This design comes from an exercise in tuning for small area, a short achievable clock period and few clock cycles per item on the open sky130 flow, not from production work. In this exercise RTL edits were held to simulation tests only and were not proved equivalent to the original.

run 5:
Design apsel_top, start of the top module:
module apsel_top (
  input  wire logic        clk,
  input  wire logic        rst,
  input  wire logic        req_valid,
  output logic             req_stall,
  input  wire logic        req_cmd,
  input  wire logic [2:0]  req_arm,
  input  wire logic [15:0] req_reward,
  input  wire logic [15:0] req_draw,
  output logic             res_valid,
  input  wire logic        res_stall,
  output logic [2:0]       res_chosen_arm,
  output logic [2:0]       res_best_arm,
  input  wire logic        psel,
  input  wire logic        penable,
  input  wire logic        pwrite,
  input  wire logic [2:0]  paddr,
  input  wire logic [31:0] pwdata,
  output logic [31:0]      prdata,
  output logic             pready
);
  apsel_pkg::req_t req;
  apsel_pkg::res_t res;
  assign req.cmd         = req_cmd;
  assign req.arm         = req_arm;
  assign req.reward      = req_reward;
  assign req.random_draw = req_draw;
  assign res_chosen_arm = res.chosen_arm;
  assign res_best_arm   = res.best_arm;
  adaptive_pursuit_selector_core u_core (
  ...
Size: ~120 I/O pins.
export LEC_CHECK = 0
export ABC_AREA = 1
export CAP_MARGIN = 20
export CORE_MARGIN = 2
export CORE_UTILIZATION = 40
export SLEW_MARGIN = 20
create_clock -name core_clock -period 14.0 [get_ports {clk}]
standard.sh (not shown) runs the stock make flow with config.mk's settings and CLKGATE_MAP_FILE= SYNTH_SCRIPT=/design/flow/synth_recipe.tcl, a recipe that flattens the netlist after the stock synthesis.
==> flow/flow/run.sh <==
#!/bin/bash
# Layout: the standard flow (standard synthesis, floorplan, placement, CTS,
# routing), with plain buffers on the ports and a tighter setup target for the
# timing repair steps. The SDC is the design's, unchanged.
set -uo pipefail
bash standard.sh finish \
  SETUP_SLACK_MARGIN=8.0 \
  "BUFFER_PORTS_ARGS=-buffer_cell sky130_fd_sc_hd__buf_2" \
  > standard_flow.log 2>&1
status=$?
cp -r orfs/logs flow_logs 2>/dev/null || true
exit $status
Run 5: all stages complete, timing, DRC and antenna checks passed
Testbench counts of run 5, summed over its fixed seeds: cycles 2,447, items 1,200.
--- input diff run 5..run 1 ---
--- a/flow/design.v
+++ b/flow/design.v
@@ -59,22 +59,24 @@
   logic                upd_a;          
   logic                upd_b;          
   logic                rou_a;          
   logic                rou_b;          
   logic [2:0]          sel_best;
   logic [Q_W-1:0]      draw;
   logic [2:0]          rou_best;
   logic [Q_W-1:0]      rou_rem;        
   logic                rou_found;
   logic [1:0]          rou_arm;
   logic [5:0]          q_e [3];        
+  logic [1:0]          q_wr;
+  logic [1:0]          q_rd;
   logic [1:0]          q_cnt;
   logic                rst_d;          
   logic                pipe_tres;      
   logic [1:0]          outs;           
   function automatic logic [16:0] add16(input logic [15:0] a, input logic [15:0] b,
                                         input logic cin);
     logic [15:0] g, p, gg, pp;
     g  = a & b;
     p  = a ^ b;
     gg = g;
     pp = p;
@@ -97,24 +99,24 @@
   logic                cfg_wr;
   logic                sel_acc;
   logic                wr_acc;
   logic                res_take;
   assign pready  = 1'b1;
   assign cfg_wr  = psel && penable && pwrite;
   assign prdata  = paddr[2] ? 32'(learning_rate) : 32'(min_probability);
   assign req_stall = req.cmd && (!ph || (outs == 2'd3));
   assign sel_acc   = req_valid && req.cmd && ph && (outs != 2'd3);
   assign wr_acc    = req_valid && !req.cmd;
   assign res_valid      = (q_cnt != 2'd0);
-  assign res.chosen_arm = q_e[0][5:3];
-  assign res.best_arm   = q_e[0][2:0];
+  assign res.chosen_arm = q_e[q_rd][5:3];
+  assign res.best_arm   = q_e[q_rd][2:0];
   assign res_take       = res_valid && !res_stall;
   logic [2:0]     b01, b23, b45, b67, b03, b47, best_now;
   logic [Q_W-1:0] v01, v23, v45, v67, v03, v47;
   always_comb begin
     b01 = ge16(reward_estimate[1], reward_estimate[0]) ? 3'd1 : 3'd0;
     v01 = ge16(reward_estimate[1], reward_estimate[0]) ? reward_estimate[1] : reward_estimate[0];
     b23 = ge16(reward_estimate[3], reward_estimate[2]) ? 3'd3 : 3'd2;
     v23 = ge16(reward_estimate[3], reward_estimate[2]) ? reward_estimate[3] : reward_estimate[2];
     b45 = ge16(reward_estimate[5], reward_estimate[4]) ? 3'd5 : 3'd4;
     v45 = ge16(reward_estimate[5], reward_estimate[4]) ? reward_estimate[5] : reward_estimate[4];
     b67 = ge16(reward_estimate[7], reward_estimate[6]) ? 3'd7 : 3'd6;
@@ -195,22 +197,24 @@
       rst_d           <= 1'b1;
       bo_one          <= '0;
       bo_two          <= '0;
       bo_neg          <= '0;
       bo_neg8         <= 1'b0;
       pipe_tmax       <= '0;
       pipe_tmin       <= '0;
       pipe_tres       <= 1'b1;
       rou_a           <= 1'b0;
       rou_b           <= 1'b0;
       q_cnt           <= '0;
+      q_wr            <= '0;
+      q_rd            <= '0;
       outs            <= '0;
     end else begin
       rst_d <= 1'b0;
       if (cfg_wr) begin
         if (!paddr[2]) begin
           min_probability <= pwdata[PMIN_W-1:0];
           pmax <= (pwdata[PMIN_W-1:0] == '0) ? 16'hFFFF
                 : 16'(17'h10000 - 17'(pwdata[PMIN_W-1:0]) * 17'd7);
         end else begin
           learning_rate <= pwdata[Q_W-1:0];
         end
@@ -220,47 +224,42 @@
       upd_b <= upd_a;
       bo_one <= rst_d ? '0 : bn_one;
       bo_two <= rst_d ? '0 : bn_two;
       bo_neg <= rst_d ? '0 : bn_neg;
       bo_neg8 <= rst_d ? 1'b0 : bn_neg8;
       pipe_tmax <= rst_d ? '0 : tmax_now;
       pipe_tmin <= rst_d ? '0 : tmin_now;
       pipe_tres <= rst_d;
       rou_a <= upd_b;
       rou_b <= rou_a;
       q_cnt <= q_cnt + 2'(rou_b) - 2'(res_take);
+      if (rou_b) q_wr <= (q_wr == 2'd2) ? 2'd0 : q_wr + 2'd1;
+      if (res_take) q_rd <= (q_rd == 2'd2) ? 2'd0 : q_rd + 2'd1;
       outs  <= outs + 2'(sel_acc) - 2'(res_take);
     end
   end
   logic [Q_W-1:0] rew_wdata;
   assign rew_wdata = rst ? '0 : req.reward;
   always_ff @(posedge clk) begin
     for (int i = 0; i < 8; i++) begin
       if (rst || (wr_acc && req.arm == 3'(i))) reward_estimate[i] <= rew_wdata;
     end
   end
   logic [5:0] q_new;
   assign q_new = {rou_found ? {1'b0, rou_arm} : (|hit ? {1'b1, hit_arm} : 3'd0), rou_best};
   always_ff @(posedge clk) begin
     for (int j = 0; j < 4; j++) begin
       pipe_d[j] <= d_now[j];
       grp_pn[j] <= p_next_n[j];
     end
-    for (int i = 0; i < 3; i++) begin
-      if (res_take) begin
-        if (i < 2 && 2'(i + 1) < q_cnt) q_e[i] <= q_e[i+1];
-        else if (rou_b && 2'(i + 1) == q_cnt) q_e[i] <= q_new;
-      end else if (rou_b && 2'(i) == q_cnt) begin
-        q_e[i] <= q_new;
-      end
-    end
+    if (rou_b) q_e[q_wr] <= q_new;
     if (sel_acc) begin
       sel_best <= best_now;
       draw     <= req.random_draw;
     end
     if (upd_b) begin
       rou_best <= sel_best;
       rou_rem  <= draw;
     end
     if (rou_a) begin
       rou_rem   <= rem[4];
       rou_found <= |hit;
--- outcome ---
Final routed wire length divided by cell count: run 5 and run 1 compared, lower one is run 5. The critical path's slowest cell comes out sky130_fd_sc_hd__buf_2 in one run and sky130_fd_sc_hd__fa_2 in the other, namely in run 1 and run 5 respectively. Run 1 -> run 5: synthesized area per cell flat. Run 1 vs. run 5: final worst-path cycle share down 0.42 points, number of nets at the end of the flow ~0 delta, number of global-route vias before repair barely changed, die width level. Of run 5 and run 1, the lower area fraction in compound gates after synthesis belongs to run 5. ~same post-synthesis async set-or-reset flop share in run 5 and run 1. Hold slack essentially unchanged between run 1 and run 5. Between run 5 and run 1, the number of cells after detailed placement does not differ in any meaningful way. Run 1: utilization is 0.29 points higher than what run 5 reported. Compared with run 5, run 1 shows a higher post-synthesis cell type count.
Testbench counts of run 1, summed over its fixed seeds: cycles 2,447, items 1,200.

==> static timing again, ports no longer ideal <==
The flow's constraints put no driver on any port. The routed layouts listed below were extracted and timed again, unchanged, in two steps. Step 1, drivers: a clkbuf_16 drives clk and a buf_2 each remaining input, both assumed. Step 2 moves the port delays by t, midway between the first and last clock arrival at a register: inputs arrive t later, outputs are due t later. That takes back most of the time a late clock gives input paths. a / b / c = ideal ports / drivers / drivers and shift; a / b = the first two.
| run | shift t [ns] | slack for setup (ns) | worst hold slack (ns) | clock arrival spread, ns | cell pins on the clock port's net |
|---|---|---|---|---|---|
| run 5 | 0.675 | 7.925 / 7.712 / 7.710 | 0.417 / 0.417 / 0.417 | 0.041 / 0.041 | 1 |
| run 1 | 0.698 | 7.984 / 7.704 / 7.637 | 0.420 / 0.420 / 0.420 | 0.075 / 0.075 | 1 |
After both steps every run listed still meets setup and hold. The setup slack of run 1, which loses most, moves by -0.280 ns with the drivers and by -0.347 ns with both steps.
